Background: an optimization exercise with open tools, aiming at small area, a short achievable clock period and few clock cycles per item. Do not read the settings as production practice.
Function was checked by simulation only, so behaviour that the tests miss may differ from the original.
Power is estimated from default activity; no workload was simulated.

===== flow/flow/run.sh =====
#!/bin/bash
# The standard layout (the standard.sh: its synthesis, floorplan, placement, CTS and routing
# unchanged), with the port buffers that global placement inserts made buf_1 cells instead of the
# default delay-buffer cells. Every input and output port still gets its own buffer.
set -euo pipefail
bash standard.sh "BUFFER_PORTS_ARGS=-buffer_cell sky130_fd_sc_hd__buf_1" finish > standard_make.log 2>&1

===== flow/standard.sh =====
#!/bin/bash
# synth_recipe.tcl (not shown) runs the flow's synth.tcl, then flattens the netlist and writes it again
# the make line also repeats each setting of config.mk as NAME=value (left out here)
make -C /OpenROAD-flow-scripts/flow DESIGN_CONFIG=/design/flow/config.mk WORK_HOME=/design/flow/orfs CLKGATE_MAP_FILE= SYNTH_SCRIPT=/design/flow/synth_recipe.tcl "${@:-finish}"

===== flow/config.mk =====
export PLATFORM = sky130hd
export DESIGN_NAME = bson_field_locator
export DESIGN_NICKNAME = bson_field_locator
export VERILOG_FILES = /design/flow/design.v
export SDC_FILE = /design/flow/constraint.sdc
export NUM_CORES = 4
export LEC_CHECK = 0
export CAP_MARGIN = 20
export CORE_MARGIN = 2
export CORE_UTILIZATION = 40
export SETUP_SLACK_MARGIN = 2.8
export SLEW_MARGIN = 20

===== flow/constraint.sdc =====
create_clock -name core_clock -period 5.0 [get_ports {clk}]
set_input_delay 1.0000 -clock core_clock [delete_from_list [all_inputs] [get_ports {clk}]]
set_output_delay 1.0000 -clock core_clock [all_outputs]
set_load 0.01 [all_outputs]

===== flow/design.v =====
package bfl_pkg;
  localparam int unsigned MAX_NAME_BYTES_DEF = 16;
  localparam int unsigned OFFSET_BITS_DEF    = 24;
  localparam int unsigned OUT_OFS_W  = 24;
  localparam int unsigned NAME_IDX_W = 5;
  localparam logic [1:0] REG_NAME_LOW  = 2'd0;
  localparam logic [1:0] REG_NAME_HIGH = 2'd1;
  localparam logic [1:0] REG_NAME_LEN  = 2'd2;
  localparam logic [1:0] ST_FOUND     = 2'd0;
  localparam logic [1:0] ST_NOT_FOUND = 2'd1;
  localparam logic [1:0] ST_BAD_TYPE  = 2'd2;
  localparam logic [1:0] ST_TRUNCATED = 2'd3;
  localparam logic [7:0] SZ_LEN  = 8'h80;
  localparam logic [7:0] SZ_LEN4 = 8'h84;
  localparam logic [7:0] SZ_LEN5 = 8'h85;
  localparam logic [7:0] SZ_NONE = 8'hff;
  localparam logic [7:0] TYPE_STRING  = 8'd2;
  localparam logic [7:0] TYPE_BINDATA = 8'd5;
  localparam logic [7:0] TYPE_REGEX   = 8'd11;
  localparam logic [7:0] TYPE_DBREF   = 8'd12;
  localparam logic [7:0] TYPE_CODE    = 8'd13;
  localparam logic [7:0] TYPE_SYMBOL  = 8'd14;
  localparam logic [7:0] TYPE_CWS     = 8'd15;
  typedef enum logic [3:0] {
    PH_HEADER = 4'd0,
    PH_TYPE   = 4'd1,
    PH_NAME   = 4'd2,
    PH_LENGTH = 4'd3,
    PH_SKIP   = 4'd4,
    PH_REGEX1 = 4'd5,
    PH_REGEX2 = 4'd6,
    PH_IDLE   = 4'd7
  } phase_t;
  function automatic logic [7:0] size_code(input logic [7:0] t);
    logic [7:0] z;
    case (t)
      8'd0, 8'd6, 8'd10, 8'd127, 8'd255: z = 8'd0;
      8'd1, 8'd9, 8'd17, 8'd18:          z = 8'd8;
      8'd2:                              z = SZ_LEN4;
      8'd3, 8'd4:                        z = SZ_LEN;
      8'd5:                              z = SZ_LEN5;
      8'd7:                              z = 8'd12;
      8'd8:                              z = 8'd1;
      8'd16:                             z = 8'd4;
      default:                           z = SZ_NONE;
    endcase
    size_code = z;
  endfunction
  function automatic logic signed [5:0] length_adjust(input logic [7:0] t);
    logic signed [5:0] a;
    case (t)
      TYPE_STRING, TYPE_CODE, TYPE_SYMBOL: a = 6'sd0;
      TYPE_BINDATA:                        a = 6'sd1;
      TYPE_DBREF:                          a = 6'sd12;
      default:                             a = -6'sd4;
    endcase
    length_adjust = a;
  endfunction
endpackage
module bson_field_locator (
  input  logic                 clk,
  input  logic                 rst,
  input  logic                 in_valid,
  output logic                 in_ready,
  input  logic [7:0]           doc_byte,
  input  logic                 doc_last,
  output logic                 out_valid,
  input  logic                 out_ready,
  output logic [1:0]           status,
  output logic [bfl_pkg::OUT_OFS_W-1:0] element_offset,
  output logic [7:0]           element_type,
  output logic [bfl_pkg::OUT_OFS_W-1:0] value_offset,
  input  logic                 cfg_valid,
  output logic                 cfg_ready,
  input  logic [1:0]           cfg_index,
  input  logic [63:0]          cfg_data
);
  logic [63:0] name_lo, name_hi;
  logic        lo_set, hi_set;
  logic [4:0]  len_eff;             
  logic [7:0]  cur;
  logic        zero_byte, ones_byte, last, v_r;
  logic        p_hdr, p_type, p_name, p_len, p_skip, p_rx1, p_rx2, p_idle;
  logic [4:0]  cnt;                 
  logic        mism;                
  logic        bad;                 
  logic        at_len;              
  logic        s_end;               
  logic [7:0]  tgt_r;               
  logic [31:0] skip;                
  logic [23:0] pos;                 
  logic [23:0] estart;              
  logic [7:0]  etype;               
  logic [1:0]  st;
  logic        in_rdy;
  logic        in_fire, proc, emit, found, emit_fire, clear_res, ov_next;
  logic [1:0]  emit_status;
  logic        name_match, name_end, cnt3;
  logic [7:0]  tgt_next;
  assign in_ready  = in_rdy;
  assign cfg_ready = 1'b1;
  assign in_fire   = in_valid && in_rdy;
  always_ff @(posedge clk) begin
    if (cfg_valid && !rst && cfg_index == bfl_pkg::REG_NAME_LOW)  name_lo <= cfg_data;
    if (cfg_valid && !rst && cfg_index == bfl_pkg::REG_NAME_HIGH) name_hi <= cfg_data;
  end
  always_ff @(posedge clk) begin
    if (rst) begin
      lo_set  <= 1'b0;
      hi_set  <= 1'b0;
      len_eff <= 5'd1;
    end else if (cfg_valid) begin
      case (cfg_index)
        bfl_pkg::REG_NAME_LOW:  lo_set <= 1'b1;
        bfl_pkg::REG_NAME_HIGH: hi_set <= 1'b1;
        bfl_pkg::REG_NAME_LEN:  len_eff <= cfg_data[4] ? 5'd16 : {1'b0, cfg_data[3:0]};
        default: ;
      endcase
    end
  end
  always_ff @(posedge clk) begin
    if (in_fire) begin
      cur       <= doc_byte;
      zero_byte <= (doc_byte == 8'd0);
      ones_byte <= (doc_byte == 8'hff);
      last      <= doc_last;
    end
  end
  always_comb begin
    if (p_type) tgt_next = lo_set ? name_lo[7:0] : 8'd0;
    else begin
      case (cnt[3:0])
        4'd0:  tgt_next = lo_set ? name_lo[15:8]  : 8'd0;
        4'd1:  tgt_next = lo_set ? name_lo[23:16] : 8'd0;
        4'd2:  tgt_next = lo_set ? name_lo[31:24] : 8'd0;
        4'd3:  tgt_next = lo_set ? name_lo[39:32] : 8'd0;
        4'd4:  tgt_next = lo_set ? name_lo[47:40] : 8'd0;
        4'd5:  tgt_next = lo_set ? name_lo[55:48] : 8'd0;
        4'd6:  tgt_next = lo_set ? name_lo[63:56] : 8'd0;
        4'd7:  tgt_next = hi_set ? name_hi[7:0]   : 8'd0;
        4'd8:  tgt_next = hi_set ? name_hi[15:8]  : 8'd0;
        4'd9:  tgt_next = hi_set ? name_hi[23:16] : 8'd0;
        4'd10: tgt_next = hi_set ? name_hi[31:24] : 8'd0;
        4'd11: tgt_next = hi_set ? name_hi[39:32] : 8'd0;
        4'd12: tgt_next = hi_set ? name_hi[47:40] : 8'd0;
        4'd13: tgt_next = hi_set ? name_hi[55:48] : 8'd0;
        4'd14: tgt_next = hi_set ? name_hi[63:56] : 8'd0;
        default: tgt_next = 8'd0;
      endcase
    end
  end
  function automatic logic [3:0] fixed_size(input logic [7:0] t);
    case (t)
      8'd1, 8'd9, 8'd17, 8'd18: fixed_size = 4'd8;
      8'd7:                     fixed_size = 4'd12;
      8'd8:                     fixed_size = 4'd1;
      8'd16:                    fixed_size = 4'd4;
      default:                  fixed_size = 4'd0;
    endcase
  endfunction
  function automatic logic known_type(input logic [7:0] t);
    known_type = (t >= 8'd1 && t <= 8'd18) || t == 8'd127 || t == 8'd255;
  endfunction
  logic        t_fixed, t_len, t_regex, a_p1, a_p12, a_m4;
  logic [3:0]  t_size;
  assign t_size  = fixed_size(etype);
  assign t_fixed = (t_size != 4'd0);
  assign t_len   = (etype >= 8'd2 && etype <= 8'd5) || (etype >= 8'd12 && etype <= 8'd15);
  assign t_regex = (etype == 8'd11);
  assign a_p1    = (etype == 8'd5);
  assign a_p12   = (etype == 8'd12);
  assign a_m4    = (etype == 8'd3 || etype == 8'd4 || etype == 8'd15);
  assign cnt3       = (cnt[1:0] == 2'd3);
  assign name_match = !mism && at_len;
  assign name_end   = p_name && zero_byte && !last;    
  logic [31:0] nlen;
  logic        n_zero_hi, n_ones_hi, n_short, n_one;
  assign nlen      = {cur, skip[31:8]};
  assign n_zero_hi = mism && zero_byte;      
  assign n_ones_hi = bad && ones_byte;       
  always_comb begin
    if (a_m4) begin
      n_short = nlen[31] || (n_zero_hi && nlen[3:0] < 4'd5);
      n_one   = n_zero_hi && nlen[3:0] == 4'd5;
    end else if (a_p1) begin
      n_short = nlen[31];
      n_one   = n_zero_hi && nlen[3:0] == 4'd0;
    end else if (a_p12) begin
      n_short = nlen[31] && !(n_ones_hi && nlen[3:0] >= 4'd5);
      n_one   = n_ones_hi && nlen[3:0] == 4'd5;
    end else begin
      n_short = nlen[31] || (n_zero_hi && nlen[3:0] == 4'd0);
      n_one   = n_zero_hi && nlen[3:0] == 4'd1;
    end
  end
  logic s_zero_hi, s_ones_hi, s_two;
  assign s_zero_hi = (skip[31:4] == 28'd0);
  assign s_ones_hi = (skip[31:4] == {28{1'b1}});
  always_comb begin
    if (a_m4)       s_two = s_zero_hi && skip[3:0] == 4'd6;
    else if (a_p1)  s_two = s_zero_hi && skip[3:0] == 4'd1;
    else if (a_p12) s_two = s_ones_hi && skip[3:0] == 4'd6;
    else            s_two = s_zero_hi && skip[3:0] == 4'd2;
  end
  always_comb begin
    emit        = 1'b0;
    found       = 1'b0;
    emit_status = bfl_pkg::ST_NOT_FOUND;
    if (last && !p_idle) begin
      emit        = 1'b1;
      emit_status = p_type ? bfl_pkg::ST_NOT_FOUND : bfl_pkg::ST_TRUNCATED;
    end else if (p_type && zero_byte) begin
      emit = 1'b1;
    end else if (name_end && name_match) begin
      emit        = 1'b1;
      found       = 1'b1;
      emit_status = bfl_pkg::ST_FOUND;
    end else if (name_end && bad) begin
      emit        = 1'b1;
      emit_status = bfl_pkg::ST_BAD_TYPE;
    end
  end
  assign clear_res = (last && !p_idle) || (p_type && zero_byte) || (name_end && !name_match && bad);
  assign proc      = v_r && (!out_valid || p_idle || (p_hdr && !cnt3 && !last));
  assign emit_fire = proc && emit;
  assign ov_next   = emit_fire || (out_valid && !out_ready);
  always_ff @(posedge clk) begin
    if (rst) begin
      p_hdr  <= 1'b1;
      p_type <= 1'b0;
      p_name <= 1'b0;
      p_len  <= 1'b0;
      p_skip <= 1'b0;
      p_rx1  <= 1'b0;
      p_rx2  <= 1'b0;
      p_idle <= 1'b0;
    end else if (proc) begin
      if (last) begin
        p_hdr  <= 1'b1;
        p_type <= 1'b0;
        p_name <= 1'b0;
        p_len  <= 1'b0;
        p_skip <= 1'b0;
        p_rx1  <= 1'b0;
        p_rx2  <= 1'b0;
        p_idle <= 1'b0;
      end else begin
        p_hdr  <= p_hdr && !cnt3;
        p_type <= (p_hdr && cnt3) || (p_name && zero_byte && !name_match && !bad && t_size == 4'd0 &&
                   !t_len && !t_regex) || (p_len && cnt3 && n_short) || (p_skip && s_end) ||
                  (p_rx2 && zero_byte);
        p_name <= (p_type && !zero_byte) || (p_name && !zero_byte);
        p_len  <= (name_end && !name_match && t_len) || (p_len && !cnt3);
        p_skip <= (name_end && !name_match && t_fixed) || (p_len && cnt3 && !n_short) ||
                  (p_skip && !s_end);
        p_rx1  <= (name_end && !name_match && t_regex) || (p_rx1 && !zero_byte);
        p_rx2  <= (p_rx1 && zero_byte) || (p_rx2 && !zero_byte);
        p_idle <= p_idle || (p_type && zero_byte) || (name_end && (name_match || bad));
      end
    end
  end
  always_ff @(posedge clk) begin
    if (rst) begin
      cnt <= 5'd0;
    end else if (proc) begin
      if (last || p_type || (p_name && zero_byte)) cnt <= 5'd0;
      else if (p_hdr || p_name || p_len) cnt <= cnt + 5'd1;
    end
  end
  always_ff @(posedge clk) begin
    if (proc) begin
      if (p_type) begin
        mism   <= 1'b0;
        bad    <= !known_type(cur);
        at_len <= (len_eff == 5'd0);
        tgt_r  <= tgt_next;
      end
      if (p_name && !zero_byte) begin
        if (at_len || cur != tgt_r) mism <= 1'b1;
        at_len <= (cnt + 5'd1 == len_eff);
        tgt_r  <= tgt_next;
      end
      if (p_len) begin
        if (cnt[1:0] == 2'd0) begin
          mism <= (cur[7:4] == 4'h0);
          bad  <= (cur[7:4] == 4'hf);
        end else begin
          mism <= mism && zero_byte;
          bad  <= bad && ones_byte;
        end
      end
    end
  end
  always_ff @(posedge clk) begin
    if (proc) begin
      if (name_end) begin
        skip  <= {28'd0, t_size};
        s_end <= (t_size == 4'd1);
      end
      if (p_len) begin
        skip  <= nlen;
        s_end <= n_one;
      end
      if (p_skip) begin
        skip  <= skip - 32'd1;
        s_end <= s_two;
      end
    end
  end
  always_ff @(posedge clk) begin
    if (proc) begin
      if (clear_res) begin
        pos    <= 24'd0;
        estart <= 24'd0;
        etype  <= 8'd0;
      end else begin
        if (p_hdr && cnt3) pos <= 24'd4;
        else if (!p_hdr && !p_idle) pos <= pos + 24'd1;
        if (p_type) begin
          estart <= pos;
          etype  <= cur;
        end
      end
      if (emit) st <= emit_status;
    end
  end
  logic v_n, l_n;
  assign v_n = in_fire || (v_r && !proc);
  assign l_n = in_fire ? doc_last : last;
  always_ff @(posedge clk) begin
    if (rst) begin
      out_valid <= 1'b0;
      in_rdy    <= 1'b1;
      v_r       <= 1'b0;
    end else begin
      out_valid <= ov_next;
      v_r       <= v_n;
      in_rdy    <= !v_n || !ov_next || (emit_fire && !(last && l_n));
    end
  end
  assign status         = st;
  assign element_offset = estart;
  assign element_type   = etype;
  assign value_offset   = pos;
endmodule

==> summary.txt, run 1 <==
outcome no timing/DRC/antenna violations; gr ovfl total 0; Synth Warn # 1; Hold Path End lo_set; CTS sink cnt 264; crit-path max cell delay 0.51 ns; mux cell area share after synthesis 0.00893; top-count cell post-synth edfxtp_1; leakage power ~0.0049 µW; PwrDens 334 nW/µm²; CP Cell Sequence or4_4, or3_4, or4_1, o21ai_1, a31oi_1; max-cap violations 0; Die Width roughly 180 µm; cell area after synthesis 12100 µm²; Core ar. just under 30000 µm²; Die Span Y between 150 and 200 µm; Synth top area share 0.598; XOR/XNOR share of the synthesized area 0.0436; post-synth cell types 75; H-Tree Depth 1; Fmax achieved 435 MHz; Hold Path Class reg -> reg; clk root buf clkbuf_16; adder-cell share of the synthesized area 0.00830; family with the most delay on the worst path simple AND/OR/NAND/NOR gates; Compound-Gate Fraction of Synth Area 0.126; post-route minimum period 2.30 ns; Reg2Reg Depth 5; register bit total from synthesis about 260; Synth top cells by count edfxtp_1, nor2_1, nand2_1, a21oi_1, clkbuf_1; fin. max-slew vios 0; met3 WL 1830 µm; syn_nets 1062; Max VDD drop 0.000278 V; CTS Buffer Depth 3; DR iter-0 viols 848; IO buf count around 140; fin crit share 0.460; final setup vio count 0; sequential share of the synthesized area 0.638; Placer Congestion between 0.7 and 0.8; Met1 Routed Length 13200 µm; area grow syn2layout 23.2%; Final Hold Fails 0; DR vias/cell 5.54; Synth area leaders edfxtp_1, dfxtp_1, xnor2_1; crit-path max FO 5; HPWL after DPL roughly 19000 µm; Worst-path clk slew 0.06 ns; # diodes 0; hold path startpoint lo_set; Syn Inst Count 974; Final Cell Area 14900 µm²; Most used DFF post-synth edfxtp_1; CTS buffer count 28; initial core utilization 0.407; dpl cell area 13000 µm²; Slew @ Worst Pin 0.870 ns; slowest CP cell or4_4; Hold Crit Depth 1; DR pass1 iterations 6; simple-gate share of the synthesized area 0.149; Residual DRC 0; clk_skew 0.0131 ns; R2R Setup Slk 2.70 ns; CP Buf/Inv Count 0; WS Path Type reg -> reg; CP Capture Type flop; number of fill cells about 2700; Hold Buf Count CTS 0; crit path DAT 2.58 ns; synthesized area per cell between 10 and 15 µm²; routed length per instance 19.4 µm; first-pass GRT wire length 47900 µm; Worst EP required approximately 5.3 ns; CTS tree built; Top Metal Used met4; RSZ-0062 raised after global routing true; fraction of layout cells with a size suffix above 1 0.152; GRT Total Usage 0.193; Routed met2 length approximately 15000 µm; vias in the first global route between 8000 and 9000; largest area contributor in the netlist edfxtp_1; ys async rst share 0; Rows 63; Nets ~1300; die area 31500 µm²; Design Power between 4000 and 5000 µW; launch point of the worst reg-to-reg path skip[5]; pin count of the biggest net entering global routing 66; antenna-violating nets left 0; Setup TNS Final 0 ns; IO Count approximately 140; drt total wl 30700 µm; DR vias 8792; initial antenna violation count 0; Slew HR 0.420; Post-synth EDFFs 240; worst skew pair latency about 0.56 ns; Worst R2R End skip[23]; CP startpoint kind flop; main combinational cell family by area after synthesis simple AND/OR/NAND/NOR gates
[worst register-to-register path, stage by stage (launching register included)]
cell and delay [ns]:
edfxtp_1 0.50, or4_4 0.51, or3_4 0.41, or4_1 0.40
o21ai_1 0.13, a31oi_1 0.09
[registers in the layout, indices dropped and copies added (netlist names), 2 cells and up]
register / count
estart: 24
st: 2
name_lo: 64
len_eff: 5
name_hi: 64
etype: 8
cnt: 5
cur: 8
skip: 32
tgt_r: 8
pos: 24
[worst max path at each step]
stage	start	endpoint	slack (ns)	cells past startpoint
finish	skip[5]	skip[23]	2.70	5
global route	skip[4]	skip[23]	2.67	5
CTS	skip[7]	skip[23]	2.70	5
detailed placement	p_type	pos[9]	1.89	6
global placement	p_type	pos[11]	1.98	6
floorplan	rst	name_hi[0]	1.22	2
[layout by cell type, fill, tap and decap left out, types with 7 or more instances in the layout]
cell,count
a22oi_1,25
and3_1,7
nand3_1,19
buf_1,138
nor4_1,14
o22ai_1,8
inv_1,19
xor2_1,25
nand2_1,64
buf_4,72
nand4_1,24
clkbuf_16,28
dfxtp_1,20
a222oi_1,13
a22o_1,24
xnor2_1,35
edfxtp_1,240
clkinv_1,7
nand2b_1,10
or4_1,10
a21oi_1,48
and2_1,35
nor3_1,18
o21ai_0,34
a31oi_1,7
nor2_1,66
buf_12,9
or3_1,7
[power breakdown]
group	leakage (µW)	internal (µW)	switching [µW]	total, µW
combinational	0.00210	124	190	313
clock	0.000462	1280	849	2130
sequential	0.00238	2480	39.5	2520
[through the flow]
stage	instances	util	hold WS, ns	setup slack, ns
2_1_floorplan	974	-	0.427	1.22
3_3_place_gp	1457	0.439	0.433	1.98
3_5_place_dp	1457	0.439	0.441	1.89
4_1_cts	1565	0.491	0.456	2.70
5_1_grt	1586	0.501	0.465	2.67
6_report	1586	0.501	0.455	2.70
[repair_timing]
item	CTS	global route
setup endpoints to repair	185	137
setup buffers	53	21
resized for setup	27	30
pin swaps	10	15
gates cloned	3	0
[per-layer routing]
layer  vias up  GRT usage
met5         -          0
met4         0     0.0447
met3        46     0.0330
met2       272      0.323
met1      4315      0.262
li1       4159          -
[layout make-up]
class	instances	area, µm²	share of cell area
multi-input combinational	632	4330	0.291
clock buffer	37	764	0.0515
tap	390	488	0.0329
clock inverter	15	179	0.0120
timing repair buffer	226	1310	0.0881
inverter	22	85.1	0.00573
sequential	264	7700	0.518
[logic make-up (layout without fill, tap and decap cells)]
family | count (synthesis) | in the layout
and+or+nand+nor | 329 | 330
muxes | 10 | 10
buffers and inverters | 81 | 300
xor gates and xnor gates | 60 | 60
DFF | 264 | 264
other | 1 | 1
adders and majority gates | 8 | 8
AOI/OAI and AO/OA | 221 | 223
Testbench counts, summed over its fixed seeds: cycles 48,421, items 48,258.
==> run 2: changes to the inputs <==
--- a/flow/config.mk
+++ b/flow/config.mk
@@ -7,2 +7,3 @@
 export LEC_CHECK = 0
+export ABC_AREA = 1
 export CAP_MARGIN = 20
==> run 2 against run 1 <==
Compared with the run above:
- synthesized area grew 1.7%
- worst hold slack gained 0.025 ns
- maximum frequency grew 5.2%
- first-iteration DRC count shrank 12%
- sequential power is essentially flat
- via count grew 9.4%
- critical endpoint is now value_offset[2]
- still clean
- utilization shrank 1.5 points
- die area grew 1.6%
- clock skew grew 0.00082 ns
- register-to-register slack gained 0.19 ns
==> summary.txt, run 2 <==
# diodes 0 (unchanged); initial core utilization 0.404 (-0.00297); Fmax achieved 458 MHz (+5.2%); Reg2Reg Depth 9 (+4); crit-path max FO 5 (unchanged); Synth area leaders edfxtp_1, nand2_1, nor2_1; commonest non-fill, non-tap cell in the layout nand2_1; CTS buffer count 29 (+3.6%); Worst-path clk slew 0.06 ns (about the same); initial antenna violation count 0 (unchanged); Rows 64 (+1.6%); area grow syn2layout 20.3%; met2 GRT Util 0.327 (+0.00457); launch point of the worst reg-to-reg path cnt[1]; syn_nets 1311 (+23%); top-count cell post-synth nand2_1; first-pass GRT wire length 49000 µm (+2.4%); most used routing layer met2; CP startpoint kind flop; Post-synth EDFFs 240 (unchanged); final setup vio count 0 (unchanged); Die Width 179 µm (+0.80%); part of the power in registers 0.507 (about the same); Clock Power Share 0.424 (-0.005); combinational power share 0.069 (+0.006); GR met3 Demand/Resource 0.0284 (-0.00458); Syn Inst Count 1223 (+26%); fin crit share 0.437 (-0.0226); number of fill cells 2825 (+5.7%); most frequent cells in the layout nand2_1, edfxtp_1, buf_1, nor2_1, inv_1; Worst EP required 4.00 ns (-1.28 ns); Max VDD drop 0.000234 V (-16%); antenna-violating nets left 0 (unchanged); simple-gate share of the synthesized area 0.219 (+0.0707); Compound-Gate Fraction of Synth Area 0.0795 (-0.0466); Placer Congestion 0.875 (+11%); worst skew pair latency 0.55 ns (about the same); IO buf count 139 (unchanged); Final Hold Fails 0 (unchanged); Residual DRC 0 (unchanged); IO Count 141 (unchanged); CTS Buffer Depth 3 (unchanged); pin count of the biggest net entering global routing 42 (-36%); Worst R2R End tgt_r[4]; DR iter-0 viols 747 (-12%); ys async rst share 0 (unchanged); WS Path Type reg -> out; CP Capture Type output port; Int Pwr 3850 µW (-0.71%); H-Tree Depth 1 (unchanged); crit path DAT 1.18 ns (-1.40 ns); Slew HR 0.556 (+0.136); slowest CP cell edfxtp_1; Hold Path Class reg -> reg; routed length per instance 17.7 µm (-8.7%); Die Span Y 179 µm (+0.80%); main combinational cell family by area after synthesis simple AND/OR/NAND/NOR gates; R2R Setup Slk 2.89 ns (+0.19 ns); register bit total from synthesis 264 (unchanged); max-cap violations 0 (unchanged); drt total wl 32600 µm (+6.2%); post-synth cell types 54 (-28%); Core ar. 30300 µm² (+2.4%); post-route minimum period 2.18 ns (-0.113 ns); Largest regs name_hi: 64 flops, name_lo: 64 flops, skip: 32 flops; crit-path max cell delay 0.46 ns (-0.05 ns); Setup TNS Final 0 ns (unchanged); DR pass1 iterations 8 (+2); RSZ-0062 raised after global routing true; CP Depth 1 (-4); sequential share of the synthesized area 0.627 (-0.0104); P_sw 1130 µW (+5.0%); largest area contributor in the netlist edfxtp_1; Critical Path Source pos[2]; DR vias 9619 (+9.4%); Design Power 4980 µW (+0.52%); outcome no timing/DRC/antenna violations; leakage power 0.00537 µW (+8.6%); cell area after synthesis 12300 µm² (+1.7%); Synth Warn # 1 (unchanged); die area 32000 µm² (+1.6%); Synth top area share 0.588 (-0.00971); Most used DFF post-synth edfxtp_1; HPWL after DPL 22100 µm (+18%); fraction of layout cells with a size suffix above 1 0.117 (-0.0348); CTS tree built; fin. max-slew vios 0 (unchanged); family with the most delay on the worst path flip-flops; Synth top cells by count nand2_1, edfxtp_1, nor2_1, inv_1, o21ai_0; Nets 1513 (+20%); grt met1 use 0.272 (+0.0106); CTS sink cnt 264 (unchanged); Net Sw Frac 0.227 (+0.00959); vias in the first global route 9181 (+6.9%); mux cell area share after synthesis 0 (-0.00893); XOR/XNOR share of the synthesized area 0.0150 (-0.0286); Slew @ Worst Pin 0.665 ns (-0.205 ns); CP Buf/Inv Count 1 (+1); gr ovfl total 0 (unchanged); synthesized area per cell 10.0 µm² (-19%); CP Cell Sequence buf_1; crit path capture value_offset[2]; PwrDens 338 nW/µm² (+1.3%); DR vias/cell 5.22 (-5.9%); Hold Buf Count CTS 0 (unchanged); clk root buf clkbuf_16; GRT Total Usage 0.199 (+0.00597); clk_skew 0.0140 ns (+0.000816 ns); adder-cell share of the synthesized area 0.00817 (-0.000135)
==> run 2: changes by cell type after synthesis, moves of 39 or more <==
cell,before,now
o21ai_0,35,74
clkbuf_1,50,5
nand2_1,65,285
nor2_1,69,147
nand3_1,19,58
inv_1,20,134
==> run 2: how the worst min path moves through the flow <==
stage,to,start,cells after the start
6_report,p_rx1,p_rx1,2
5_1_grt,p_rx1,p_rx1,2
4_1_cts,p_rx1,p_rx1,2
3_5_place_dp,p_rx1,p_rx1,2
3_3_place_gp,p_rx1,p_rx1,2
2_1_floorplan,p_rx1,p_rx1,2
==> run 2: worst reg2reg max path, cell delays in order, from the launching register on <==
cell     delay [ns]
dfxtp_1        0.36
inv_1          0.13
ha_1           0.16
inv_1          0.10
nor2_2         0.55
a22o_1         0.27
nor3b_1        0.06
o21ai_0        0.16
nand2_1        0.11
nand2_1        0.07
==> run 2: cells by family after synthesis <==
logic type / after synthesis
AND/OR/NAND/NOR: 602
flip-flops: 264
AO/OA/AOI/OAI: 170
buffers and inverters: 157
XOR/XNOR: 21
adder cells (fa/ha/maj): 8
other: 1
==> run 2: area by class of cell <==
cell class	count	area, µm²	share of cell area
Timing Repair Buffer	185	896	0.0608
Tap cell	396	495	0.0336
Clock inverter	12	139	0.00942
Timing Repair inverter	3	22.5	0.00153
Clock buffer	42	795	0.0539
Multi-Input combinational cell	804	4170	0.283
Sequential cell	264	7690	0.522
Inverter	138	533	0.0362
==> run 2: repair_timing <==
| action | in CTS | in global routing |
|---|---|---|
| buffers inserted | 13 | 27 |
| resized for setup | 25 | 25 |
| endpoints found under the setup margin | 135 | 148 |
| cloned | 3 | 2 |
| pin swaps | 0 | 4 |
==> run 2: power by group through the flow <==
| stage | clock network, µW | registers, µW | logic, µW |
|---|---|---|---|
| finish | 2110 | 2530 | 342 |
| global route | 2230 | 2530 | 378 |
| CTS | 2140 | 2530 | 313 |
| detailed placement | 0 | 2580 | 286 |
| global placement | 0 | 2580 | 281 |
| floorplan | 0 | 2570 | 167 |
==> run 2: routing by layer <==
layer,routed length [µm],share of wire,vias to the layer above
met1,14400,0.44,4527
met3,2130,0.065,68
met4,865,0.027,0
met2,15200,0.47,402
li1,-,-,4622
met5,0,0,-
==> run 2: per-stage QoR <==
stage | instance area [µm²] | setup slack, ns | util | instances | hold slack (ns)
3_3_place_gp | 13300 | 2.08 | 0.437 | 1745 | 0.476
3_5_place_dp | 13300 | 1.91 | 0.437 | 1745 | 0.475
5_1_grt | 14700 | 2.76 | 0.486 | 1844 | 0.516
2_1_floorplan | 12300 | 1.25 | - | 1223 | 0.450
6_report | 14700 | 2.82 | 0.486 | 1844 | 0.480
4_1_cts | 14400 | 2.78 | 0.475 | 1815 | 0.483
==> run 3: changes to the inputs <==
--- a/flow/config.mk
+++ b/flow/config.mk
@@ -10,3 +10,4 @@
 export CORE_MARGIN = 2
-export CORE_UTILIZATION = 40
+export CORE_UTILIZATION = 70
+export PLACE_DENSITY = 0.8
 export SETUP_SLACK_MARGIN = 2.8
==> run 3 against run 2 <==
Compared with the run above:
- critical path depth increased by 10
- first-iteration DRC count grew 35%
- final area fell by 2.8%
- non-clock buffer count shrank 14
- clock power is 8% lower
- maximum frequency shrank 0.92%
- routed wire length down 3.7%
- clock skew decreased by 0.0054 ns
- critical path type is now reg -> reg
- largest cell class unchanged
- highest routed layer unchanged
==> summary.txt, run 3 <==
cell area after synthesis 12300 µm² (unchanged); DR iter-0 viols 1006 (+35%); ys async rst share 0 (unchanged); cell count after placement 1573 (-9.9%); Slew HR 0.578 (+0.0222); register bit total from synthesis 264 (unchanged); Most used DFF post-synth edfxtp_1; Syn Inst Count 1223 (unchanged); Nets 1496 (-1.1%); Post-synth EDFFs 240 (unchanged); Hold Buf Count CTS 0 (unchanged); CP startpoint kind flop; drt total wl 31400 µm (-3.7%); Die Width 136 µm (-24%); first-pass GRT wire length 46800 µm (-4.5%); Synth Warn # 1 (unchanged); dpl ws 1.99 ns (+0.0792 ns); hold path startpoint len_eff[3]; crit path DAT 2.50 ns (+1.32 ns); antenna-violating nets left 0 (unchanged); Core ar. 17200 µm² (-43%); final worst slack 2.80 ns (-0.0203 ns); launch point of the worst reg-to-reg path zero_byte; commonest non-fill, non-tap cell in the layout nand2_1; outcome no timing/DRC/antenna violations; H-Tree Depth 1 (unchanged); multi-input logic area 4190 µm² (+0.36%); number of fill cells 1004 (-64%); clk root buf clkbuf_16; initial core utilization 0.713 (+0.310); PwrDens 335 nW/µm² (-0.77%); CTS sink cnt 264 (unchanged); Largest regs name_hi: 64 flops, name_lo: 64 flops, skip: 32 flops; fin crit share 0.441 (+0.00406); Synth area leaders edfxtp_1, nand2_1, nor2_1; top-count cell post-synth nand2_1; Worst-path clk slew 0.06 ns (about the same); initial antenna violation count 0 (unchanged); GRT Total Usage 0.329 (+0.131); Worst R2R End pos[10]; leakage power 0.00524 µW (-2.4%); Final Hold Fails 0 (unchanged); area grow syn2layout 17.0%; Placer Congestion 0.916 (+4.7%); CTS tree built; most frequent cells in the layout nand2_1, edfxtp_1, buf_1, nor2_1, inv_1; Fmax achieved 454 MHz (-0.92%); Hold Crit Depth 2 (unchanged); max-cap violations 0 (unchanged); post-synth cell types 54 (unchanged); CTS buffer count 26 (-10%); Synth top cells by count nand2_1, edfxtp_1, nor2_1, inv_1, o21ai_0; synthesized area per cell 10.0 µm² (unchanged); # diodes 0 (unchanged); Synth top area share 0.588 (unchanged); Reg2Reg Depth 11 (+2); post-route minimum period 2.20 ns (+0.0203 ns); Slew @ Worst Pin 0.632 ns (-0.0325 ns); Residual DRC 0 (unchanged); Setup TNS Final 0 ns (unchanged); RSZ-0062 raised after global routing true; CTS Buffer Depth 3 (unchanged); sequential share of the synthesized area 0.627 (unchanged); routed length per instance 19.0 µm (+7.4%); vias in the first global route 9366 (+2.0%); IO Count 141 (unchanged); WS Path Type reg -> reg; syn_nets 1311 (unchanged); final setup vio count 0 (unchanged); Max VDD drop 0.000315 V (+35%); Worst EP required 5.30 ns (+1.30 ns); R2R Setup Slk 2.80 ns (-0.09 ns); Hold Path Class reg -> reg; pin count of the biggest net entering global routing 47 (+12%); Sequential Area 7690 µm² (about the same); fin. max-slew vios 0 (unchanged); Die Span Y 136 µm (-24%); worst skew pair latency 0.54 ns (about the same); die area 18600 µm² (-42%); fraction of layout cells with a size suffix above 1 0.106 (-0.0117); gr ovfl total 0 (unchanged); HPWL after DPL 20000 µm (-9.5%); Hold Path End len_eff[3]; CP Capture Type flop; largest area contributor in the netlist edfxtp_1; DR vias 10100 (+4.7%); IO buf count 139 (unchanged); DR vias/cell 6.09 (+17%); clk_skew 0.00857 ns (-0.00538 ns); Non-Filler Instances 1653 (-10%); Rows 48 (-25%); crit-path max FO 12 (+7); DR pass1 iterations 5 (-3)
==> run 3: per-layer routing <==
| metal | up-vias | track usage | share of wire |
|---|---|---|---|
| li1 | 4601 | - | - |
| met1 | 4755 | 0.422 | 0.38 |
| met2 | 590 | 0.547 | 0.49 |
| met3 | 123 | 0.0477 | 0.085 |
| met4 | 0 | 0.175 | 0.053 |
| met5 | - | 0 | 0 |
==> run 3: kinds of logic (layout without fill, tap and decap cells) <==
family / after synthesis / after routing / share of synthesized area
compound gates: 170 / 171 / 0.0795
xor+xnor: 21 / 21 / 0.0150
fa+ha+maj: 8 / 8 / 0.00817
buf+inv: 157 / 360 / 0.0501
flops: 264 / 264 / 0.627
other cells: 1 / 1 / 0.000306
simple gates: 602 / 603 / 0.219
==> run 3: worst max-delay path: stages (launching register included) <==
cell	delay, ns
edfxtp_1	0.46
nand2_1	0.16
nor2_2	0.06
inv_2	0.15
nor2_4	0.07
nand2_2	0.18
nand2_8	0.09
a21oi_4	0.14
o21ai_0	0.11
nand2_1	0.22
clkinvlp_4	0.16
buf_12	0.16
==> run 3: stage by stage <==
| stage | power [µW] | hold WS, ns | util | area (µm²) |
|---|---|---|---|---|
| after floorplan | 2740 | 0.450 | - | 12300 |
| after global routing | 4920 | 0.529 | 0.834 | 14300 |
| final | 4810 | 0.510 | 0.834 | 14300 |
| after CTS | 4780 | 0.503 | 0.820 | 14100 |
| after detailed placement | 2860 | 0.477 | 0.759 | 13000 |
| after global placement | 2840 | 0.475 | 0.759 | 13000 |
==> run 3: final cells by class <==
class / count / share of cell area
Sequential cell: 264 / 0.537
Inverter: 138 / 0.0371
Timing Repair Buffer: 171 / 0.0542
Timing Repair inverter: 3 / 0.00157
Clock buffer: 38 / 0.0492
Multi-Input combinational cell: 804 / 0.292
Clock inverter: 10 / 0.00926
Tap cell: 225 / 0.0196
==> run 3: report_power, final <==
group          total (µW)  internal, µW  switching (µW)
Sequential           2530          2480            42.1
Combinational         334          99.5             234
Clock                1940          1130             811
==> run 3: what timing repair did <==
action,4_1_cts,5_1_grt
endpoints found under the setup margin,153,109
buffers inserted,10,17
endpoints found under the hold margin,0,0
pin swaps,1,7
resized for setup,33,23
gates cloned,3,2
==> run 3: worst max-delay path by stage <==
stage                         start    endpoint  cells after the start
after global placement       cnt[0]  estart[13]                      8
after detailed placement     cnt[0]  estart[10]                      8
final                     zero_byte     pos[10]                     11
after global routing         cnt[1]    tgt_r[7]                     12
after floorplan                 rst  name_hi[0]                      2
after CTS                    cnt[0]    tgt_r[5]                     10
==> run 4: changes to the inputs <==
--- a/flow/config.mk
+++ b/flow/config.mk
@@ -10,4 +10,4 @@
 export CORE_MARGIN = 2
-export CORE_UTILIZATION = 70
-export PLACE_DENSITY = 0.8
+export CORE_UTILIZATION = 40
+export CTS_BUF_LIST = sky130_fd_sc_hd__clkbuf_4 sky130_fd_sc_hd__clkbuf_8
 export SETUP_SLACK_MARGIN = 2.8
==> run 4 against run 3 <==
Compared with the run above:
- clock-buffer cell count grew 22
- critical endpoint is now value_offset[2]
- largest power group unchanged
- critical path depth fell by 10
- register-to-register slack better by 0.12 ns
==> summary.txt, run 4 <==
Reg2Reg Depth 9 (-2); die area 32000 µm² (+73%); Net Sw Frac 0.243 (+0.0164); DR iter-0 viols 827 (-18%); DR pass1 iterations 5 (unchanged); CP Buf/Inv Count 1 (-2); crit-path max cell delay 0.48 ns (+0.02 ns); hold path startpoint p_rx1; family with the most delay on the worst path flip-flops; Placer Congestion 0.875 (-4.5%); outcome no timing/DRC/antenna violations; syn_nets 1311 (unchanged); routed length per instance 17.7 µm (-6.8%); post-synth cell types 54 (unchanged); initial antenna violation count 0 (unchanged); Clock Power Share 0.400 (-0.005); Setup TNS Final 0 ns (unchanged); part of the power in registers 0.527 (about the same); Max VDD drop 0.000215 V (-32%); RSZ-0062 raised after global routing true; Slew HR 0.546 (-0.0315); first-pass GRT wire length 50100 µm (+7.0%); Worst EP required 4.00 ns (-1.30 ns); max-cap violations 0 (unchanged); IO buf count 139 (unchanged); Syn Inst Count 1223 (unchanged); P_sw 1160 µW (+6.9%); adder-cell share of the synthesized area 0.00817 (unchanged); # diodes 0 (unchanged); PwrDens 325 nW/µm² (-3.0%); commonest non-fill, non-tap cell in the layout nand2_1; Synth top cells by count nand2_1, edfxtp_1, nor2_1, inv_1, o21ai_0; GRT Total Usage 0.204 (-0.126); Largest regs name_hi: 64 flops, name_lo: 64 flops, skip: 32 flops; largest area contributor in the netlist edfxtp_1; CTS buffer count 45 (+73%); Most used DFF post-synth edfxtp_1; Slew @ Worst Pin 0.680 ns (+0.0480 ns); IO Count 141 (unchanged); crit-path max FO 5 (-7); fin. max-slew vios 0 (unchanged); R2R Setup Slk 2.92 ns (+0.12 ns); synthesized area per cell 10.0 µm² (unchanged); gr ovfl total 0 (unchanged); main combinational cell family by area after synthesis simple AND/OR/NAND/NOR gates; mux cell area share after synthesis 0 (unchanged); Die Span Y 179 µm (+31%); Die Width 179 µm (+31%); number of fill cells 2834 (+180%); XOR/XNOR share of the synthesized area 0.0150 (unchanged); Core ar. 30300 µm² (+77%); Int Pwr 3630 µW (-2.5%); pin count of the biggest net entering global routing 42 (-11%); launch point of the worst reg-to-reg path cnt[1]; Design Power 4790 µW (-0.34%); post-route minimum period 2.21 ns (+0.00624 ns); simple-gate share of the synthesized area 0.219 (unchanged); initial core utilization 0.404 (-0.310); Synth top area share 0.588 (unchanged); area grow syn2layout 20.2%; dpl ws 1.91 ns (-0.0792 ns); Synth Warn # 1 (unchanged); DR vias/cell 5.18 (-15%); most frequent cells in the layout nand2_1, edfxtp_1, buf_1, nor2_1, inv_1; Synth area leaders edfxtp_1, nand2_1, nor2_1; fin crit share 0.442 (+0.00125); Hold Path End p_rx1; vias in the first global route 9442 (+0.81%); fraction of layout cells with a size suffix above 1 0.141 (+0.0353); cell area after synthesis 12300 µm² (unchanged); HPWL after DPL 22100 µm (+10%); register bit total from synthesis 264 (unchanged); Residual DRC 0 (unchanged); antenna-violating nets left 0 (unchanged); leakage power 0.00541 µW (+3.3%); H-Tree Depth 2 (+1); DR vias 9732 (-3.3%); Hold Crit Depth 2 (unchanged); clk root buf clkbuf_8; top-count cell post-synth nand2_1; sequential share of the synthesized area 0.627 (unchanged); Nets 1533 (+2.5%); Final Hold Fails 0 (unchanged); Post-synth EDFFs 240 (unchanged); CP startpoint kind flop; WS Path Type reg -> out; Rows 64 (+33%); ys async rst share 0 (unchanged); Worst R2R End tgt_r[4]; clk_skew 0.0227 ns (+0.0141 ns); hold slack 0.481 ns (-0.0291 ns); final worst slack 2.79 ns (-0.00624 ns); Worst-path clk slew 0.06 ns (about the same); Hold Path Class reg -> reg; CTS sink cnt 264 (unchanged); final setup vio count 0 (unchanged); CP Capture Type output port; crit path DAT 1.21 ns (-1.29 ns); combinational power share 0.072 (+0.003); Compound-Gate Fraction of Synth Area 0.0795 (unchanged); Fmax achieved 452 MHz (-0.28%); worst skew pair latency 0.56 ns (+0.02 ns); slowest CP cell edfxtp_1; drt total wl 33200 µm (+5.9%); CTS tree built; CTS Buffer Depth 3 (unchanged); CP Cell Sequence buf_1
## run 4: cells by family after synthesis
family	count (synthesis)
DFF	264
and+or+nand+nor	602
adders and majority gates	8
xor gates and xnor gates	21
other	1
buffers and inverters	157
AOI/OAI and AO/OA	170
## run 4: layout make-up
class	instances	area, µm²	area share
Sequential cell	264	7690	0.522
Timing Repair Buffer	189	928	0.0630
Multi-Input combinational cell	804	4170	0.283
Inverter	138	533	0.0362
Clock buffer	60	744	0.0505
Tap cell	396	495	0.0336
Timing Repair inverter	3	22.5	0.00153
Clock inverter	24	143	0.00968
## run 4: worst max path at each step
| stage | from | end | slack [ns] | cells after the start |
|---|---|---|---|---|
| 6_report | pos[2] | value_offset[2] | 2.79 | 1 |
| 5_1_grt | skip[0] | skip[28] | 2.75 | 9 |
| 4_1_cts | pos[2] | value_offset[2] | 2.77 | 1 |
| 3_5_place_dp | cnt[0] | estart[21] | 1.91 | 8 |
| 3_3_place_gp | cnt[0] | estart[15] | 2.08 | 8 |
| 2_1_floorplan | rst | name_hi[0] | 1.25 | 2 |
## run 4: power by group through the flow
stage	combinational, µW	clock (µW)	sequential (µW)
CTS	320	1960	2530
global placement	281	0	2580
finish	346	1920	2530
global route	383	2060	2530
floorplan	167	0	2570
detailed placement	286	0	2580
## run 4: routing by layer
metal / share of wire / vias to the layer above / GRT usage
li1: - / 4665 / -
met1: 0.44 / 4631 / 0.273
met2: 0.47 / 374 / 0.335
met3: 0.067 / 62 / 0.0339
met4: 0.022 / 0 / 0.0674
met5: 0 / - / 0
## run 4: through the flow
| stage | cells | utilization | instance area, µm² |
|---|---|---|---|
| final | 1878 | 0.485 | 14700 |
| after detailed placement | 1745 | 0.437 | 13300 |
| after floorplan | 1223 | - | 12300 |
| after global routing | 1878 | 0.485 | 14700 |
| after CTS | 1855 | 0.476 | 14400 |
| after global placement | 1745 | 0.437 | 13300 |
## run 4: timing repair
item,CTS,global route
gates cloned,3,2
hold buffers,0,0
buffers inserted,23,21
resized for setup,23,29
setup endpoints to repair,144,150
pin swaps,0,2
==> run 5: changes to the inputs <==
--- a/flow/config.mk
+++ b/flow/config.mk
@@ -10,4 +10,6 @@
 export CORE_MARGIN = 2
-export CORE_UTILIZATION = 40
-export CTS_BUF_LIST = sky130_fd_sc_hd__clkbuf_4 sky130_fd_sc_hd__clkbuf_8
+export CORE_UTILIZATION = 60
+export CTS_CLUSTER_DIAMETER = 80
+export CTS_CLUSTER_SIZE = 30
+export PLACE_DENSITY = 0.7
 export SETUP_SLACK_MARGIN = 2.8
==> run 5 against run 4 <==
Compared with the run above:
- still clean on timing, DRC and antenna
- utilization grew 22 points
- cell count down 11%
- global-route usage rose by 6.4 points
- power decreased by 12%
- sequential cell count is the same
- non-clock buffer count decreased by 16
- first-iteration DRC count shrank 3.1%
- clock-buffer cell count shrank 42
- combinational power down 4%
- sequential share of layout area is 2.2 points higher
- critical endpoint is now value_offset[14]
- largest cell class unchanged
==> summary.txt, run 5 <==
Nets 1487 (-3.0%); RSZ-0062 raised after global routing true; dpl cell area 13100 µm² (-1.4%); initial core utilization 0.609 (+0.206); Post-synth EDFFs 240 (unchanged); CTS buffer count 14 (-69%); register bit total from synthesis 264 (unchanged); cell area after synthesis 12300 µm² (unchanged); post-route minimum period 2.18 ns (-0.0355 ns); XOR/XNOR share of the synthesized area 0.0150 (unchanged); most frequent cells in the layout nand2_1, edfxtp_1, buf_1, inv_1, nor2_1; CTS Buffer Depth 3 (unchanged); top-count cell post-synth nand2_1; fin. max-slew vios 0 (unchanged); CTS tree built; crit-path max FO 4 (-1); antenna-violating nets left 0 (unchanged); clk_skew 0.0206 ns (-0.00215 ns); Worst-path clk slew 0.10 ns (+0.04 ns); # diodes 0 (unchanged); Slew @ Worst Pin 0.861 ns (+0.181 ns); fraction of layout cells with a size suffix above 1 0.101 (-0.0401); first-pass GRT wire length 45700 µm (-8.9%); H-Tree Depth 1 (-1); die area 21600 µm² (-33%); CP Capture Type output port; HPWL after DPL 20000 µm (-9.6%); outcome no timing/DRC/antenna violations; syn_nets 1311 (unchanged); Hold Buf Count CTS 0 (unchanged); Max VDD drop 0.000412 V (+91%); max-cap violations 0 (unchanged); Worst EP required 4.00 ns (about the same); IO buf count 139 (unchanged); clk root buf clkbuf_16; slowest CP cell edfxtp_1; Core ar. 20100 µm² (-34%); final setup vio count 0 (unchanged); Placer Congestion 0.907 (+3.6%); mux cell area share after synthesis 0 (unchanged); Setup TNS Final 0 ns (unchanged); initial antenna violation count 0 (unchanged); synthesized area per cell 10.0 µm² (unchanged); drt total wl 29400 µm (-11%); Largest regs name_hi: 64 flops, name_lo: 64 flops, skip: 32 flops; post-synth cell types 54 (unchanged); fin crit share 0.435 (-0.00711); IO Count 141 (unchanged); Synth Warn # 1 (unchanged); DR vias/cell 5.63 (+8.6%); DR iter-0 viols 801 (-3.1%); main combinational cell family by area after synthesis simple AND/OR/NAND/NOR gates; Fmax achieved 460 MHz (+1.6%); largest area contributor in the netlist edfxtp_1; Compound-Gate Fraction of Synth Area 0.0795 (unchanged); Post-Route Utilization 0.703 (+0.217); Design Power 4230 µW (-12%); Synth top cells by count nand2_1, edfxtp_1, nor2_1, inv_1, o21ai_0; PwrDens 300 nW/µm² (-7.9%); vias in the first global route 8820 (-6.6%); Slew HR 0.426 (-0.121); area grow syn2layout 15.3%; WS Path Type reg -> out; Hold Path Class reg -> reg; Synth area leaders edfxtp_1, nand2_1, nor2_1; leakage power 0.00509 µW (-5.9%); CP Cell Sequence buf_1; CTS sink cnt 264 (unchanged); sequential share of the synthesized area 0.627 (unchanged); Syn Inst Count 1223 (unchanged); Most used DFF post-synth edfxtp_1; CP startpoint kind flop; DR pass1 iterations 5 (unchanged); Residual DRC 0 (unchanged); adder-cell share of the synthesized area 0.00817 (unchanged); crit-path max cell delay 0.50 ns (+0.02 ns); DR vias 9440 (-3.0%); Final Hold Fails 0 (unchanged); Die Width 147 µm (-18%); worst skew pair latency 0.51 ns (-0.05 ns); gr ovfl total 0 (unchanged); commonest non-fill, non-tap cell in the layout nand2_1; GRT Total Usage 0.267 (+0.0639); routed length per instance 17.6 µm (-0.78%); family with the most delay on the worst path flip-flops; simple-gate share of the synthesized area 0.219 (unchanged); Synth top area share 0.588 (unchanged); pin count of the biggest net entering global routing 66 (+57%); Die Span Y 147 µm (-18%); crit path DAT 1.18 ns (-0.03 ns); ys async rst share 0 (unchanged); Rows 52 (-19%); Final Cell Area 14100 µm² (-4.1%); CP Buf/Inv Count 1 (unchanged)
run 5: cell types whose count changed in the layout (fill, tap and decap cells not counted), moves of 2 or more:
cell       change
buf_1          +5
buf_4         -18
clkbuf_1       +2
clkbuf_16     +15
clkbuf_2       -5
clkbuf_4      -13
clkbuf_8      -46
clkinv_1      -11
clkinv_2       -9
inv_12         +2
nor2_1         -2
nor2_2         -3
nor2_4         +5
run 5: where the power goes:
group	switching (µW)	internal [µW]	leakage (µW)	total (µW)
clock	727	652	0.000242	1380
sequential	39.7	2480	0.00240	2520
combinational	228	104	0.00245	332
total	995	3240	0.00509	4230
run 5: metal layers:
| metal | global-route usage | share of wire | vias to the layer above |
|---|---|---|---|
| met5 | 0 | 0 | - |
| li1 | - | - | 4563 |
| met4 | 0.111 | 0.037 | 0 |
| met3 | 0.0326 | 0.066 | 79 |
| met1 | 0.360 | 0.41 | 4414 |
| met2 | 0.447 | 0.49 | 384 |
run 5: worst min-delay path, cell delays in order, from the launching register on:
cell and delay (ns):
dfxtp_1 0.33, o21ai_0 0.07, a21oi_1 0.06
run 5: kinds of logic (layout without fill, tap and decap cells):
group	Yosys count	in the layout
buffers and inverters	157	339
other	1	1
and+or+nand+nor	602	603
xor gates and xnor gates	21	21
AOI/OAI and AO/OA	170	171
adders and majority gates	8	8
DFF	264	264
run 5: area by class of cell:
type,count,area (µm²)
tap,270,338
multi-input combinational,804,4220
sequential,264,7690
timing repair buffer,173,818
fill,1537,5980
timing repair inverter,4,30.0
inverter,138,536
clock inverter,6,101
clock buffer,18,397
run 5: worst paths after layout:
kind,slack [ns],start,endpoint,depth (start not counted)
worst max-delay path,2.82,pos[14],value_offset[14],1
worst max register to register,2.92,zero_byte,etype[7],10
worst min register to register,0.50,p_rx1,p_rx1,2
worst min-delay path,0.50,p_rx1,p_rx1,2
run 5: what timing repair did:
item	4_1_cts	5_1_grt
resized for setup	30	31
buffers inserted	8	23
gates cloned	3	3
endpoints found under the setup margin	156	195
pin swaps	1	5
run 5: per-stage QoR:
step,setup slack (ns),hold WS (ns),cells
after floorplan,1.25,0.450,1223
after global placement,2.15,0.480,1616
after detailed placement,2.00,0.480,1616
after CTS,2.79,0.499,1651
after global routing,2.78,0.529,1677
final,2.82,0.499,1677
==> run 6: changes to the inputs <==
--- a/flow/config.mk
+++ b/flow/config.mk
@@ -10,6 +10,5 @@
 export CORE_MARGIN = 2
-export CORE_UTILIZATION = 60
+export CORE_UTILIZATION = 40
 export CTS_CLUSTER_DIAMETER = 80
 export CTS_CLUSTER_SIZE = 30
-export PLACE_DENSITY = 0.7
 export SETUP_SLACK_MARGIN = 2.8
==> run 6 against run 5 <==
Compared with the run above:
- largest power group unchanged
- clock-buffer cell count decreased by 1
- first-iteration DRC count increased by 0.87%
- still clean on timing, DRC and antenna
- non-clock buffer count increased by 8
- synthesized area unchanged
- die area increased by 49%
- global-route usage decreased by 7.3 points
- maximum frequency increased by 0.89%
- combinational power about the same
==> summary.txt, run 6 <==
initial core utilization 0.404 (-0.206); first-pass GRT wire length 48200 µm (+5.6%); largest area contributor in the netlist edfxtp_1; fin. max-slew vios 0 (unchanged); GRT Total Usage 0.195 (-0.0728); Post-synth EDFFs 240 (unchanged); Hold Path Class reg -> reg; vias in the first global route 9054 (+2.7%); Placer Congestion 0.875 (-3.5%); DR iter-0 viols 808 (+0.87%); antenna-violating nets left 0 (unchanged); outcome no timing/DRC/antenna violations; Critical Path Source pos[2]; CTS Buffer Depth 3 (unchanged); R2R Setup Slk 2.92 ns (about the same); CP Buf/Inv Count 1 (unchanged); CP Cell Sequence buf_1; CP Capture Type output port; CP startpoint kind flop; CP Depth 1 (unchanged); IO Count 141 (unchanged); initial antenna violation count 0 (unchanged); worst skew pair latency 0.50 ns (about the same); Setup TNS Final 0 ns (unchanged); Worst-path clk slew 0.11 ns (about the same); slowest CP cell edfxtp_1; RSZ-0062 raised after global routing true; Synth Warn # 1 (unchanged); post-synth cell types 54 (unchanged); HPWL after DPL 22100 µm (+11%); fraction of layout cells with a size suffix above 1 0.103 (+0.00226); die area 32000 µm² (+49%); crit path DAT 1.16 ns (-0.02 ns); cell area after synthesis 12300 µm² (unchanged); Die Width 179 µm (+22%); syn_nets 1311 (unchanged); CTS buffer count 15 (+1); Residual DRC 0 (unchanged); crit-path max cell delay 0.48 ns (-0.02 ns); Synth area leaders edfxtp_1, nand2_1, nor2_1; Slew @ Worst Pin 0.672 ns (-0.190 ns); Core ar. 30300 µm² (+51%); Largest regs name_hi: 64 flops, name_lo: 64 flops, skip: 32 flops; final setup vio count 0 (unchanged); Nets 1495 (+0.54%); commonest non-fill, non-tap cell in the layout nand2_1; max-cap violations 0 (unchanged); clk_skew 0.0162 ns (-0.00438 ns); post-route minimum period 2.16 ns (-0.0192 ns); cell count after placement 1745 (+8.0%); Synth top cells by count nand2_1, edfxtp_1, nor2_1, inv_1, o21ai_0; launch point of the worst reg-to-reg path skip[0]; Die Span Y 179 µm (+22%); leakage power 0.00514 µW (+0.91%); # diodes 0 (unchanged); hold slack 0.488 ns (-0.0115 ns); PwrDens 298 nW/µm² (-0.66%); Synth top area share 0.588 (unchanged); CTS tree built; sequential share of the synthesized area 0.627 (unchanged); crit path capture value_offset[2]; Reg2Reg Depth 9 (-1); clk root buf clkbuf_16; top-count cell post-synth nand2_1; Hold Buf Count CTS 0 (unchanged); ys async rst share 0 (unchanged); H-Tree Depth 1 (unchanged); Most used DFF post-synth edfxtp_1; most frequent cells in the layout nand2_1, edfxtp_1, buf_1, nor2_1, inv_1; DR vias 9423 (-0.18%); gr ovfl total 0 (unchanged); Max VDD drop 0.000244 V (-41%); register bit total from synthesis 264 (unchanged); Worst EP required 4.00 ns (about the same); DR pass1 iterations 7 (+2); CTS sink cnt 264 (unchanged); fin crit share 0.431 (-0.00384); Rows 64 (+23%); family with the most delay on the worst path flip-flops; IO buf count 139 (unchanged); Worst R2R End skip[28]; Slew HR 0.552 (+0.126); WS Path Type reg -> out; area grow syn2layout 16.7%; Syn Inst Count 1223 (unchanged); Final Hold Fails 0 (unchanged); Non-Filler Instances 1811 (+8.0%); drt total wl 32000 µm (+8.6%); pin count of the biggest net entering global routing 42 (-36%); Fmax achieved 464 MHz (+0.89%); crit-path max FO 5 (+1); DR vias/cell 5.20 (-7.6%); synthesized area per cell 10.0 µm² (unchanged); routed length per instance 17.7 µm (+0.52%)
[run 6: cell types whose count changed in the layout (fill, tap and decap cells not counted), sizes merged]
cell,previous run,this run
clkinv,1,3
inv,138,139
buf,173,180
bufinv,1,0
clkinvlp,8,7
[run 6: where the power goes]
group | switching (µW) | leakage, µW | internal [µW]
Combinational | 228 | 0.00250 | 106
Sequential | 41.5 | 0.00240 | 2480
Clock | 792 | 0.000242 | 607
Total | 1060 | 0.00514 | 3190
[run 6: cell families after synthesis]
logic type | share of synthesized area
AOI/OAI and AO/OA | 0.0795
and+or+nand+nor | 0.219
xor gates and xnor gates | 0.0150
DFF | 0.627
buffers and inverters | 0.0501
adders and majority gates | 0.00817
other | 0.000306
[run 6: layout make-up]
cell class                 instances  area (µm²)
clock buffer                      17         383
clock inverter                     8         115
fill                            2864       16100
inverter                         138         533
multi-input combinational        804        4200
sequential                       264        7690
tap                              396         495
timing repair buffer             181         863
timing repair inverter             3        22.5
[run 6: layer usage]
layer	global-route usage	vias to the layer above	wire (µm)
li1	-	4571	-
met1	0.268	4461	14200
met2	0.323	342	15100
met3	0.0225	49	1930
met4	0.0579	0	805
met5	0	-	0
[run 6: through the flow]
step                area (µm²)  worst slack [ns]  utilization  total power (µW)
finish                   14300              2.84        0.471              4260
global route             14300              2.75        0.471              4400
CTS                      13900              2.80        0.459              4270
detailed placement       13300              1.91        0.437              2860
global placement         13300              2.08        0.437              2860
floorplan                12300              1.25            -              2740
[run 6: repair_timing]
action,CTS,global route
setup buffers,8,28
resized for setup,26,26
cloned,3,2
pin swaps,0,3
endpoints found under the setup margin,129,124
[run 6: how the worst min path moves through the flow]
stage                      from  endpoint  depth (start not counted)
after global routing      p_rx1     p_rx1                          2
after global placement    p_rx1     p_rx1                          2
after detailed placement  p_rx1     p_rx1                          2
after CTS                 p_rx1     p_rx1                          2
after floorplan           p_rx1     p_rx1                          2
final                     p_rx1     p_rx1                          2
==> run 7: changes to the inputs <==
--- a/flow/config.mk
+++ b/flow/config.mk
@@ -8,3 +8,3 @@
 export ABC_AREA = 1
-export CAP_MARGIN = 20
+export CAP_MARGIN = 5
 export CORE_MARGIN = 2
@@ -14,2 +14,2 @@
 export SETUP_SLACK_MARGIN = 2.8
-export SLEW_MARGIN = 20
+export SLEW_MARGIN = 5
==> run 7 against run 6 <==
Compared with the run above:
- still clean on timing, DRC and antenna
- combinational power about the same
- clock skew fell by 0.0011 ns
- non-clock buffer count stayed put
- die area unchanged
- worst setup slack got worse by 0.0024 ns
- sequential share of layout area did not move
- maximum frequency shrank 0.11%
- cell count unchanged
- clock power is essentially flat
==> summary.txt, run 7 <==
final setup vio count 0 (unchanged); Hold Path End p_rx1; initial core utilization 0.404 (unchanged); post-synth cell types 54 (unchanged); Die Span Y 179 µm (unchanged); outcome no timing/DRC/antenna violations; crit-path max FO 5 (unchanged); Core ar. 30300 µm² (unchanged); Slew HR 0.549 (-0.00339); CP Buf/Inv Count 1 (unchanged); HPWL after DPL 22100 µm (about the same); Non-Filler Instances 1811 (unchanged); Sequential Area 7690 µm² (unchanged); H-Tree Depth 1 (unchanged); DR pass1 iterations 6 (-1); gr ovfl total 0 (unchanged); slowest CP cell edfxtp_1; Design Power 4260 µW (about the same); clk_skew 0.0151 ns (-0.00109 ns); crit path DAT 1.16 ns (about the same); Net Sw Frac 0.249 (about the same); WS Path Type reg -> out; CTS tree built; Most used DFF post-synth edfxtp_1; syn_nets 1311 (unchanged); crit-path max cell delay 0.48 ns (about the same); fraction of layout cells with a size suffix above 1 0.103 (unchanged); Nets 1495 (unchanged); die area 32000 µm² (unchanged); Synth top area share 0.588 (unchanged); GRT Total Usage 0.195 (unchanged); Placer Congestion 0.875 (unchanged); Hold Crit Depth 2 (unchanged); Slew @ Worst Pin 0.677 ns (+0.00509 ns); multi-input logic area 4200 µm² (unchanged); IO Count 141 (unchanged); Hold Path Class reg -> reg; clk root buf clkbuf_16; Setup TNS Final 0 ns (unchanged); Worst-path clk slew 0.11 ns (about the same); leakage power 0.00514 µW (unchanged); CTS buffer count 15 (unchanged); CP Capture Type output port; DR vias 9438 (+0.16%); Synth area leaders edfxtp_1, nand2_1, nor2_1; synthesized area per cell 10.0 µm² (unchanged); top-count cell post-synth nand2_1; Residual DRC 0 (unchanged); adder-cell share of the synthesized area 0.00817 (unchanged); # diodes 0 (unchanged); Rows 64 (unchanged); fin. max-slew vios 0 (unchanged); register bit total from synthesis 264 (unchanged); Reg2Reg Depth 9 (unchanged); max-cap violations 0 (unchanged); post-route minimum period 2.16 ns (+0.00243 ns); combinational power share 0.078 (about the same); worst skew pair latency 0.50 ns (about the same); DR vias/cell 5.21 (+0.16%); Worst R2R End skip[28]; sequential share of the synthesized area 0.627 (unchanged); fin crit share 0.432 (+0.000486); commonest non-fill, non-tap cell in the layout nand2_1; Synth top cells by count nand2_1, edfxtp_1, nor2_1, inv_1, o21ai_0; initial antenna violation count 0 (unchanged); Synth Warn # 1 (unchanged); first-pass GRT wire length 48200 µm (about the same); mux cell area share after synthesis 0 (unchanged); RSZ-0062 raised after global routing true; Die Width 179 µm (unchanged); routed length per instance 17.7 µm (about the same); Clock Power Share 0.329 (about the same); IO buf count 139 (unchanged); part of the power in registers 0.593 (about the same); largest area contributor in the netlist edfxtp_1; pin count of the biggest net entering global routing 42 (unchanged); antenna-violating nets left 0 (unchanged); cell count after placement 1745 (unchanged); CTS Buffer Depth 3 (unchanged); Post-synth EDFFs 240 (unchanged); Final Hold Fails 0 (unchanged); XOR/XNOR share of the synthesized area 0.0150 (unchanged); Hold Buf Count CTS 0 (unchanged); Syn Inst Count 1223 (unchanged); area grow syn2layout 16.7% (unchanged); R2R Setup Slk 2.93 ns (about the same); simple-gate share of the synthesized area 0.219 (unchanged); launch point of the worst reg-to-reg path skip[0]; most frequent cells in the layout nand2_1, edfxtp_1, buf_1, nor2_1, inv_1; vias in the first global route 9056 (+0.022%); CP Cell Sequence buf_1; CTS sink cnt 264 (unchanged); ys async rst share 0 (unchanged); DR iter-0 viols 768 (-5.0%); P_sw 1060 µW (about the same); Fmax achieved 463 MHz (-0.11%); drt total wl 32000 µm (about the same); Largest regs name_hi: 64 flops, name_lo: 64 flops, skip: 32 flops; PwrDens 298 nW/µm² (about the same); Compound-Gate Fraction of Synth Area 0.0795 (unchanged); Max VDD drop 0.000242 V (-0.49%); hold path startpoint p_rx1; number of fill cells 2866 (+0.070%); CP startpoint kind flop; cell area after synthesis 12300 µm² (unchanged); Worst EP required 4.00 ns (about the same); main combinational cell family by area after synthesis simple AND/OR/NAND/NOR gates; Int Pwr 3190 µW (about the same); family with the most delay on the worst path flip-flops
-- run 7: cell counts in the layout (fill, tap and decap cells not counted) --
No cell type changed its count.
-- run 7: layer usage --
| layer | part of all wire | up-vias | track usage |
|---|---|---|---|
| li1 | - | 4571 | - |
| met1 | 0.44 | 4453 | 0.268 |
| met2 | 0.47 | 361 | 0.323 |
| met3 | 0.063 | 53 | 0.0233 |
| met4 | 0.026 | 0 | 0.0583 |
| met5 | 0 | - | 0 |
-- run 7: cells by family (layout without fill, tap and decap cells) --
group | after synthesis | after routing
compound gates | 170 | 171
xor+xnor | 21 | 21
fa+ha+maj | 8 | 8
buf+inv | 157 | 347
flops | 264 | 264
other cells | 1 | 1
simple gates | 602 | 603
-- run 7: metrics by stage --
stage          worst slack, ns  area, µm²  hold WS (ns)   util
3_3_place_gp              2.08      13300         0.476  0.437
2_1_floorplan             1.25      12300         0.450      -
3_5_place_dp              1.93      13300         0.475  0.437
6_report                  2.84      14300         0.488  0.471
4_1_cts                   2.80      13900         0.491  0.459
5_1_grt                   2.75      14300         0.525  0.471
-- run 7: layout make-up --
class,count,share of cell area
flip-flops and latches,264,0.538
well taps,396,0.0347
clock buffers,17,0.0268
multi-input cells,804,0.294
repair inverters,3,0.00158
inverters,138,0.0373
clock inverters,8,0.00805
repair buffers,181,0.0604
-- run 7: power by group through the flow --
stage,Sequential [µW],Clock (µW),Combinational (µW)
3_5_place_dp,2580,0,286
4_1_cts,2530,1430,307
3_3_place_gp,2580,0,281
5_1_grt,2530,1500,370
6_report,2520,1400,334
2_1_floorplan,2570,0,167
-- run 7: worst max path at each step --
stage | endpoint | depth (start not counted) | start | slack [ns]
2_1_floorplan | name_hi[0] | 2 | rst | 1.25
3_3_place_gp | estart[15] | 8 | cnt[0] | 2.08
3_5_place_dp | estart[21] | 8 | cnt[0] | 1.93
4_1_cts | value_offset[15] | 1 | pos[15] | 2.80
5_1_grt | skip[28] | 9 | skip[0] | 2.75
6_report | value_offset[2] | 1 | pos[2] | 2.84
-- run 7: what timing repair did --
action	in CTS	in global routing
endpoints found under the hold margin	0	0
pin swaps	0	3
resized for setup	27	26
buffers inserted	8	28
gates cloned	3	2
setup endpoints to repair	128	124

[afterwards: timing with drivers on the ports]
No port has a modelled driver above. Below, the same layouts with a new extraction and two added sets of constraints. Step 1, drivers: a clkbuf_16 drives clk and a buf_2 each remaining input, both assumed. Step 2 moves the port delays by t, midway between the first and last clock arrival at a register: inputs arrive t later, outputs are due t later. That takes back most of the time a late clock gives input paths. Three values: no drivers, after step 1, after step 2; two values: the first two.
| run | t, ns | setup WS [ns] | hold WS [ns] | worst setup path after step 2 | cell pins on the clock port's net |
|---|---|---|---|---|---|
| run 1 | 0.601 | 2.702 / 2.702 / 2.344 | 0.455 / 0.455 / 0.455 | input to register | 1 |
| run 2 | 0.593 | 2.816 / 2.769 / 2.511 | 0.480 / 0.480 / 0.480 | input to register | 1 |
| run 3 | 0.577 | 2.795 / 2.758 / 2.432 | 0.510 / 0.510 / 0.510 | input to register | 1 |
| run 4 | 0.593 | 2.789 / 2.745 / 2.523 | 0.481 / 0.481 / 0.481 | input to register | 1 |
| run 5 | 0.544 | 2.825 / 2.777 / 2.414 | 0.499 / 0.499 / 0.499 | input to register | 1 |
| run 6 | 0.543 | 2.844 / 2.795 / 2.519 | 0.488 / 0.488 / 0.488 | input to register | 1 |
| run 7 | 0.544 | 2.841 / 2.792 / 2.526 | 0.488 / 0.488 / 0.488 | input to register | 1 |
After both steps every run listed still meets setup and hold. The setup slack of run 5, which loses most, moves by -0.048 ns with the drivers and by -0.411 ns with both steps.
